From an optimization exercise on the open Yosys and OpenROAD flow, aimed at small area, a short achievable clock period and few clock cycles; shortcuts taken in it are not production practice. Only simulation tests tie the RTL to the original design; equivalence was not proved. Power is estimated from default activity; no workload was simulated.

==> flow/design.v (excerpt) <==
module nc_cpu_top #(
    parameter logic [7:0]  RESET_BANK      = 8'h01,
    parameter logic [15:0] RESET_OFFSET    = 16'h8000,
    parameter logic [7:0]  RESET_DATA_BANK = 8'h00
) (
    input  logic        clk,
    input  logic        reset_n,
    output logic        mem_valid,
    output logic        mem_we,
    output logic [23:0] mem_addr,
    output logic [15:0] mem_wdata,
    input  logic        mem_ready,
    input  logic [15:0] mem_rdata,
    output logic        halted
);
Settings: LEC_CHECK=0, CAP_MARGIN=20, CORE_MARGIN=2, CORE_UTILIZATION=40, CTS_CLUSTER_DIAMETER=100, CTS_CLUSTER_SIZE=22, PLACE_DENSITY=0.6, SLEW_MARGIN=20; clock period 11.0 ns.
standard.sh (not shown) runs the stock make flow with config.mk's settings and CLKGATE_MAP_FILE= SYNTH_SCRIPT=/design/flow/synth_recipe.tcl, a recipe that flattens the netlist after the stock synthesis.
==> flow/flow/run.sh <==
#!/bin/bash
set -euo pipefail
MARGIN=$(cat flow/margin.txt)
bash standard.sh SETUP_SLACK_MARGIN=$MARGIN \
    "BUFFER_PORTS_ARGS=-buffer_cell sky130_fd_sc_hd__buf_4" finish > flow_make.log 2>&1
==> flow/flow/margin.txt <==
6.45
The baseline passed the timing, design-rule and antenna checks.
Testbench counts at the start, summed over its fixed seeds: cycles 79,294.
Next try:
--- a/flow/config.mk
+++ b/flow/config.mk
@@ -13,2 +13,3 @@
 export PLACE_DENSITY = 0.6
 export SLEW_MARGIN = 20
+export TNS_END_PERCENT = 0
Via count grows by about 0.3%.
Design area does not change.
Clock skew stays flat.
Power hardly moves.
Die area does not change.
Routed wire length stays flat.
Register-to-register slack got worse by 0.12 ns.
Next try:
==> flow/flow/margin.txt (replaced) <==
6.25
--- a/flow/config.mk
+++ b/flow/config.mk
@@ -13,3 +13,2 @@
 export PLACE_DENSITY = 0.6
 export SLEW_MARGIN = 20
-export TNS_END_PERCENT = 0
Effect: Worst hold slack is worse by 0.016 ns. Die area stays the same. Wire length went down by 0.97%. Critical path depth went down by 1. Combinational power barely changes. Area after synthesis is unchanged. Global-route usage is about the same. Non-clock buffer count went down by 21. Core utilization went down by 0.76 points.


Starting RTL as in the previous note.
==> flow/design.v (excerpt) <==
module nc_cpu_top #(
    parameter logic [7:0]  RESET_BANK      = 8'h01,
    parameter logic [15:0] RESET_OFFSET    = 16'h8000,
    parameter logic [7:0]  RESET_DATA_BANK = 8'h00
) (
    input  logic        clk,
    input  logic        reset_n,
    output logic        mem_valid,
    output logic        mem_we,
    output logic [23:0] mem_addr,
    output logic [15:0] mem_wdata,
    input  logic        mem_ready,
    input  logic [15:0] mem_rdata,
    output logic        halted
);
    logic [15:0] regs [8];   
    logic [7:0]  rv;         
    logic        fz, fn, fc, fv;
    logic [7:0]  dbr;
    logic [15:0] ir;        
    logic        iv;        
    logic        run;       
    logic [15:0] fa;        
    logic        mph;       
    logic [15:0] mx, my;    
    logic        sv;
    logic [2:0]  sa, sd;
    logic        d_mem, d_st, d_halt, d_mul, d_fwd;
    logic        d_uj;          
    logic        d_sub;         
    logic [7:0]  d_bc;          
    function automatic logic [16:0] add16(input logic [15:0] x, input logic [15:0] y,
                                          input logic ci);
        logic [15:0] p, g, gg, pp;
        p  = x ^ y;
        g  = x & y;
        gg = g;
        pp = p;
        gg[0] = g[0] | (p[0] & ci);
        for (int k = 0; k < 4; k++)
            for (int i = 0; i < 16; i++)
                if (i[k]) begin
                    gg[i] = gg[i] | (pp[i] & gg[((i >> k) << k) - 1]);
                    pp[i] = pp[i] & pp[((i >> k) << k) - 1];
                end
        add16 = {gg[15], p ^ {gg[14:0], ci}};
    endfunction
    logic [3:0]  op, nop;
    assign nop  = mem_rdata[15:12];
    logic [2:0]  rd, rs, fnc;
    logic [15:0] simm;
    assign op   = ir[15:12];
    assign rd   = ir[11:9];
    assign rs   = ir[8:6];
    assign fnc  = ir[2:0];
    assign simm = {{7{ir[8]}}, ir[8:0]};    
    logic is_jmp, is_ld;
    assign is_jmp  = (op == 4'hB);
    assign is_ld   = d_mem && !d_st;
    logic [15:0] a_val, b_val;
    logic taken;
    assign taken = d_uj || (d_bc[0] &&  fz) || (d_bc[1] && !fz)
  ...
clock: 11.0 ns
lec_check: 0
cap_margin: 20
core_margin: 2
core_utilization: 40
cts_cluster_diameter: 100
cts_cluster_size: 22
place_density: 0.6
slew_margin: 20
==> flow/flow/margin.txt <==
6.4
Scripts as last shown in full above: flow/flow/run.sh
The baseline completed with no timing, DRC or antenna violations.
Testbench counts at the start, summed over its fixed seeds: cycles 79,294.
Rerun with:
==> flow/flow/margin.txt (replaced) <==
6.45
CTS_CLUSTER_DIAMETER = default   (was 100)
CTS_CLUSTER_SIZE = default   (was 22)
What happened: The changed run finished with timing, DRC and antenna clean. Non-clock buffer count goes down by 4. Maximum frequency goes up slightly. Die area does not change. First-iteration DRC count shrinks slightly. Wire length is higher slightly. Total power went up by roughly a tenth. Global-route usage rose by 0.42 points. Final area increases by a few percent.
Rerun with:
==> flow/flow/margin.txt (replaced) <==
6.35
CTS_CLUSTER_DIAMETER = 100   (was default)
CTS_CLUSTER_SIZE = 22   (was default)
Outcome: Design area goes down by 4.2%. Register-to-register slack improves by 50 ps. Non-clock buffer count rises by 6. Sequential share of layout area rose by 1.5 points. Core utilization shrinks by 2.0 points. Sequential cell count does not change. Power decreases by 13%.
Rerun with:
CAP_MARGIN = 5   (was 20)
SLEW_MARGIN = 5   (was 20)
Result: Combinational power is about the same; wire length grows by 1.3%; first-iteration DRC count fell by 5.4%; clock-buffer cell count went up by 1; final cell count barely changes.

[what the ideal ports hide]
Ports are ideal in the flow. The routed layouts listed here were re-timed in OpenROAD.
Step 1, drivers: a clkbuf_16 drives clk and a buf_2 each remaining input, both assumed.
Step 2 also shifts input and output timing later by t, the mid clock arrival at the registers, as if the neighbouring blocks saw the same clock.
Three values: ideal ports, drivers, drivers and shift; two values: the first two.
run	shift t [ns]	setup WS [ns]	slew at the worst register clock pin (ns)	worst slew at a driven data input, ns	cell pins on the clock port's net
the first run of note 1	0.605	6.362 / 6.306 / 5.996	0.10 / 0.10	0.04	1
the second run of note 1	0.612	6.353 / 6.295 / 5.914	0.10 / 0.10	0.03	1
the third run of note 1	0.599	6.256 / 6.200 / 5.835	0.10 / 0.10	0.04	1
the first run of note 2	0.607	6.287 / 6.230 / 5.916	0.09 / 0.09	0.03	1
the second run of note 2	0.608	6.310 / 6.258 / 5.980	0.06 / 0.06	0.04	1
the third run of note 2	0.603	6.377 / 6.321 / 5.911	0.10 / 0.10	0.04	1
the fourth run of note 2	0.601	6.342 / 6.288 / 5.940	0.11 / 0.11	0.04	1
After both steps setup and hold are still met in every run listed. For the third run of note 2, which loses most, drivers alone change the setup slack by -0.056 ns; drivers and shift together by -0.466 ns.
